Context: an optimization exercise on an open-source flow, tuned for small area. The choices shown serve that exercise and are no tape-out recipe. The RTL was checked by simulation tests, not by an equivalence proof against the original design. Power figures rest on the tool's default switching activity, not on a simulated workload.

## program_memory
module program_memory #(
  parameter int                 ADDR_W   = 8,
  parameter int                 DATA_W   = 12,
  parameter logic [DATA_W-1:0]  NOP_WORD = {DATA_W{1'b0}}
) (
  input  logic              clk,
  input  logic              rst,
  input  logic [ADDR_W-1:0] addr_in,
  input  logic              fetch_en,
  output logic [DATA_W-1:0] data_out,
  output logic              cpu_hold,
  input  logic              load_start,
  input  logic              load_valid,
  input  logic [DATA_W-1:0] load_data,
  input  logic              load_last,
  output logic              load_ready,
  output logic              load_done,
  output logic [ADDR_W:0]   loaded_count
);
  localparam int DEPTH = 2 ** ADDR_W;   
  localparam int WB_W  = 3;             
  localparam int WB    = 2 ** WB_W;
  localparam int NSEG  = DEPTH / WB;    
  logic              r_load;    
  logic              r_run;     
  logic [ADDR_W:0]   r_count;   
  logic [ADDR_W:0]   r_ninj;    
  logic [ADDR_W-1:0] r_phi;     
  logic [DATA_W-1:0] r_ring [DEPTH];   
  logic [DATA_W-1:0] r_dl [WB];   
  logic [WB-1:0]     r_dlv;        
  logic [DATA_W-1:0] r_data;
  logic              r_done;
  logic              w_accept;
  logic              w_final;
  logic              w_inj;
  logic [ADDR_W-1:WB_W] w_entry;
  logic [NSEG-1:0]   w_seg_inj;
  logic [DATA_W-1:0] w_inj_word;
  ...
For scale: about 3,200 flip-flops, roughly 50 I/O pins, about 0.086 mm^2 of cells after synthesis.
export LEC_CHECK = 0
export CAP_MARGIN = 20
export CORE_MARGIN = 2
export CORE_UTILIZATION = 40
export PLACE_DENSITY = 0.6
export SLEW_MARGIN = 20
export SYNTH_HIERARCHICAL = 1
create_clock -name core_clock -period 10.0 [get_ports {clk}]
standard.sh (not shown) runs the stock make flow with config.mk's settings and CLKGATE_MAP_FILE= SYNTH_SCRIPT=/design/flow/synth_recipe.tcl, a recipe that flattens the netlist after the stock synthesis.
==> flow/flow/run.sh <==
#!/bin/bash
# The standard layout (standard.sh: the ORFS flow with the standard synthesis), with two
# changes: the port buffers are the smallest buffer, and clock tree synthesis uses clkbuf_8
# with sink clusters of up to 15 (70 um across) and inserts no dummy loads.
set -euo pipefail
export BUFFER_PORTS_ARGS="-buffer_cell sky130_fd_sc_hd__buf_1"
export CTS_ARGS="-sink_clustering_enable -repair_clock_nets -dont_use_dummy_load -buf_list sky130_fd_sc_hd__clkbuf_8 -sink_clustering_size 15 -sink_clustering_max_diameter 70"
bash standard.sh finish > standard.log 2>&1
The first run produced a clean layout.
==> next run, changes <==
==> flow/run.sh (new file) <==
#!/bin/bash
# synth_recipe.tcl (not shown) runs the flow's synth.tcl, then flattens the netlist and writes it again
# the make line also repeats each setting of config.mk as NAME=value (left out here)
make -C /OpenROAD-flow-scripts/flow DESIGN_CONFIG=/design/flow/config.mk WORK_HOME=/design/flow/orfs CLKGATE_MAP_FILE= SYNTH_SCRIPT=/design/flow/synth_recipe.tcl finish
- CTS_BUF_LIST: default -> sky130_fd_sc_hd__clkbuf_8
- CTS_CLUSTER_DIAMETER: default -> 50
- CTS_CLUSTER_SIZE: default -> 15
removed: flow/flow/run.sh
removed: flow/standard.sh
Cell count rises slightly; power went up by a little under a tenth; clock-buffer cell count rises by 74; wire length is lower slightly; maximum frequency is lower by a few percent; non-clock buffer count drops by 15; worst hold slack improves by 0.056 ns; utilization climbs by 0.89 points; critical path depth does not change; setup slack got worse by 0.20 ns; final area climbs by a few percent.
==> next run, changes <==
- CTS_CLUSTER_DIAMETER: 50 -> 70
Cell count goes down by 1.1%. Sequential share of layout area grows by 0.94 points. Worst setup slack got worse by 0.12 ns. Via count shrinks by 0.35%. Wire length goes down by 0.56%. Sequential power hardly moves. Hold slack got worse by 0.0072 ns. Final area shrinks by 1.4%. Maximum frequency drops by 1.7%.
==> next run, changes <==
==> flow/flow/run.sh (new file) <==
#!/bin/bash
# The standard layout (standard.sh: the ORFS flow with the standard synthesis), with two
# changes: the port buffers are the smallest buffer, and clock tree synthesis uses clkbuf_8
# with sink clusters of up to 15 (50 um across) and inserts no dummy loads.
set -euo pipefail
export BUFFER_PORTS_ARGS="-buffer_cell sky130_fd_sc_hd__buf_1"
export CTS_ARGS="-sink_clustering_enable -repair_clock_nets -dont_use_dummy_load -buf_list sky130_fd_sc_hd__clkbuf_8 -sink_clustering_size 15 -sink_clustering_max_diameter 50"
bash standard.sh finish > standard.log 2>&1
==> flow/standard.sh (new file) <==
#!/bin/bash
# synth_recipe.tcl (not shown) runs the flow's synth.tcl, then flattens the netlist and writes it again
# the make line also repeats each setting of config.mk as NAME=value (left out here)
make -C /OpenROAD-flow-scripts/flow DESIGN_CONFIG=/design/flow/config.mk WORK_HOME=/design/flow/orfs CLKGATE_MAP_FILE= SYNTH_SCRIPT=/design/flow/synth_recipe.tcl "${@:-finish}"
- CTS_BUF_LIST: sky130_fd_sc_hd__clkbuf_8 -> default
- CTS_CLUSTER_DIAMETER: 70 -> default
- CTS_CLUSTER_SIZE: 15 -> default
removed: flow/run.sh
The new run produced a clean layout.
Clock skew rises by 0.020 ns.
Utilization stays flat.
Sequential share of layout area is about the same.
Cell area stays flat.
Global-route usage rises by 0.52 points.
Die area does not change.
Synthesized area stays the same.
Worst hold slack loses 0.013 ns.

## port drivers added, routing unchanged
The flow's constraints put no driver on any port. The routed layouts listed below were extracted and timed again, unchanged, in two steps.
Step 1, drivers: a clkbuf_16 drives clk and a buf_2 each remaining input, both assumed.
Step 2 also shifts input and output timing later by t, the mid clock arrival at the registers, as if the neighbouring blocks saw the same clock.
Slacks: ideal / step 1 / step 2; pairs: ideal / step 1.
run	shift t [ns]	setup slack, ns	hold WS [ns]	pins driven straight from the clock port
the first run	1.070	3.165 / 3.195 / 2.125	0.256 / 0.256 / 0.256	1
the second run	1.134	2.966 / 3.036 / 1.902	0.312 / 0.312 / 0.312	1
the third run	1.117	2.845 / 2.894 / 1.777	0.305 / 0.305 / 0.305	1
the fourth run	1.109	3.127 / 3.162 / 2.053	0.292 / 0.292 / 0.292	1
After both steps setup and hold are still met in every run listed. For the fourth run, which loses most, drivers alone change the setup slack by +0.035 ns; drivers and shift together by -1.074 ns.
